Context: an optimization exercise on an open-source flow, tuned for small area, a short achievable clock period and few clock cycles per item. The choices shown serve that exercise and are no tape-out recipe.
Function was checked by simulation only, so behaviour that the tests miss may differ from the original.
Power and IR drop assume default switching activity.

Design block_matmul_top, start of the top module:
module block_matmul_top (
    input  logic                clk_i,
    input  logic                rstn_i,
    input  logic                start_i,
    input  logic                north_wr_en_i,
    input  mesh_pkg::data_t     north_wr_data_i,
    input  logic                north_wr_reset_i,
    input  logic                west_wr_en_i,
    input  mesh_pkg::data_t     west_wr_data_i,
    input  logic                west_wr_reset_i,
    input  mesh_pkg::mem_addr_t result_addr_i,
    output logic                north_empty_o,
    output logic                west_empty_o,
    output logic                alloc_done_o,
    output logic                mult_done_o,
    output mesh_pkg::data_t     result_data_o
);
For scale: about 12,000 cells after synthesis, roughly 110 I/O pins, roughly 150,000 µm² of cells after synthesis.
==> flow/config.mk <==
export PLATFORM = sky130hd
export DESIGN_NAME = block_matmul_top
export DESIGN_NICKNAME = block_matmul_top
export VERILOG_FILES = /design/flow/design.v
export SDC_FILE = /design/flow/constraint.sdc
export NUM_CORES = 4
export LEC_CHECK = 0
export CAP_MARGIN = 20
export CORE_MARGIN = 2
export CORE_UTILIZATION = 55
export SLEW_MARGIN = 20
==> flow/constraint.sdc <==
create_clock -name core_clock -period 11.0 [get_ports {clk_i}]
set_input_delay 2.2000 -clock core_clock [delete_from_list [all_inputs] [get_ports {clk_i}]]
set_output_delay 2.2000 -clock core_clock [all_outputs]
set_load 0.01 [all_outputs]
standard.sh (not shown) runs the stock make flow with config.mk's settings and CLKGATE_MAP_FILE= SYNTH_SCRIPT=/design/flow/synth_recipe.tcl, a recipe that flattens the netlist after the stock synthesis.
==> flow/flow/run.sh <==
#!/bin/bash
set -o pipefail
export SETUP_SLACK_MARGIN=7.2
bash standard.sh MATCH_CELL_FOOTPRINT=0 "BUFFER_PORTS_ARGS=-buffer_cell sky130_fd_sc_hd__buf_4" finish > standard.log 2>&1
The first run completed without violations.
Testbench counts at the start, summed over its fixed seeds: cycles 1,536, items 64.
Edit:
--- a/flow/config.mk
+++ b/flow/config.mk
@@ -10 +10 @@
-export CORE_UTILIZATION = 55
+export CORE_UTILIZATION = 62
What happened: The new run produced a clean layout; final cell count went down by 3.1%; die area went down by 11%; count of clock-buffer cells in the layout went down by 4; setup slack gets worse by 0.0070 ns; sequential power barely changes; core utilization went up by 7.4 points; worst hold slack gets better by 0.0054 ns; cell area went down by 0.67%; wire length is about the same.


Starting RTL as in the previous note.
// block_matmul_top
module block_matmul_top (
    input  logic                clk_i,
    input  logic                rstn_i,
    input  logic                start_i,
    input  logic                north_wr_en_i,
    input  mesh_pkg::data_t     north_wr_data_i,
    input  logic                north_wr_reset_i,
    input  logic                west_wr_en_i,
    input  mesh_pkg::data_t     west_wr_data_i,
    input  logic                west_wr_reset_i,
    input  mesh_pkg::mem_addr_t result_addr_i,
    output logic                north_empty_o,
    output logic                west_empty_o,
    output logic                alloc_done_o,
    output logic                mult_done_o,
    output mesh_pkg::data_t     result_data_o
);
clock: 11.0 ns
lec_check: 0
cap_margin: 20
core_margin: 2
core_utilization: 50
cts_cluster_size: 30
slew_margin: 20
==> flow/flow/run.sh <==
#!/bin/bash
set -o pipefail
export SETUP_SLACK_MARGIN=6.9
bash standard.sh MATCH_CELL_FOOTPRINT=0 "BUFFER_PORTS_ARGS=-buffer_cell sky130_fd_sc_hd__buf_4" finish > standard.log 2>&1
Testbench counts at the start, summed over its fixed seeds: cycles 1,536, items 64.
==> next run, changes <==
--- a/flow/flow/run.sh
+++ b/flow/flow/run.sh
@@ -3 +3 @@
-export SETUP_SLACK_MARGIN=6.9
+export SETUP_SLACK_MARGIN=7.2
- CORE_UTILIZATION: 50 -> 55
- CTS_CLUSTER_DIAMETER: unset -> 100
- CTS_CLUSTER_SIZE: 30 -> 20
What happened:
- The changed run completed without violations
- die area went down by roughly a tenth
- count of clock-buffer cells in the layout went down by 139
- combinational power went up by about a fifth
- design area went down slightly
- worst setup slack is better by 0.21 ns
- first-iteration DRC count went up by about a fifth
- wire length went up by a few percent
- synthesized area does not change
==> next run, changes <==
- CORE_UTILIZATION: 55 -> 62
Effect: The new run ran to the end with no violations; non-clock buffer count goes down by 22; wire length drops by 1.2%; core utilization goes up by 7.2 points.
==> next run, changes <==
--- a/flow/flow/run.sh
+++ b/flow/flow/run.sh
@@ -3 +3 @@
-export SETUP_SLACK_MARGIN=7.2
+export SETUP_SLACK_MARGIN=7.3
- CORE_UTILIZATION: 62 -> 55
=>
- clock skew decreases by 0.010 ns
- worst setup slack gets better by 0.068 ns
- critical path depth goes down by 3
- core utilization shrinks by 6.7 points
- non-clock buffer count is higher by 61
- global-route usage decreases by 3.9 points
- worst hold slack is about the same
- combinational power rises by a few percent
- flip-flop and latch count does not change

==> afterwards: timing with drivers on the ports <==
The results above use ideal ports. As a check the final layouts listed here were re-extracted and re-timed, cells and wires unchanged.
Step 1 assumes that a clkbuf_16 drives the clock port and a buf_2 every other input.
Step 2, shift: input delay + t, output delay - t, t = (earliest + latest rising clock arrival at the registers) / 2. This alone moves slack from input paths to output paths.
a / b / c = ideal / step 1 / step 2; a / b = the first two.
run	t, ns	setup WS [ns]	worst setup path at the end	clock arrival spread, ns	pins driven straight from the clock port
the first run of note 1	1.026	7.134 / 7.134 / 6.423	input to register	0.066 / 0.065	1
the second run of note 1	1.056	7.127 / 7.041 / 6.343	input to register	0.133 / 0.133	1
the first run of note 2	1.021	6.874 / 6.874 / 6.152	input to register	0.076 / 0.076	1
the second run of note 2	1.003	7.083 / 7.083 / 6.399	input to register	0.062 / 0.062	1
the third run of note 2	0.973	7.143 / 7.143 / 6.424	input to register	0.086 / 0.087	1
the fourth run of note 2	0.992	7.212 / 7.141 / 6.380	input to register	0.069 / 0.069	1
After both steps every run listed still meets setup and hold. The setup slack of the fourth run of note 2, which loses most, moves by -0.071 ns with the drivers and by -0.832 ns with both steps.
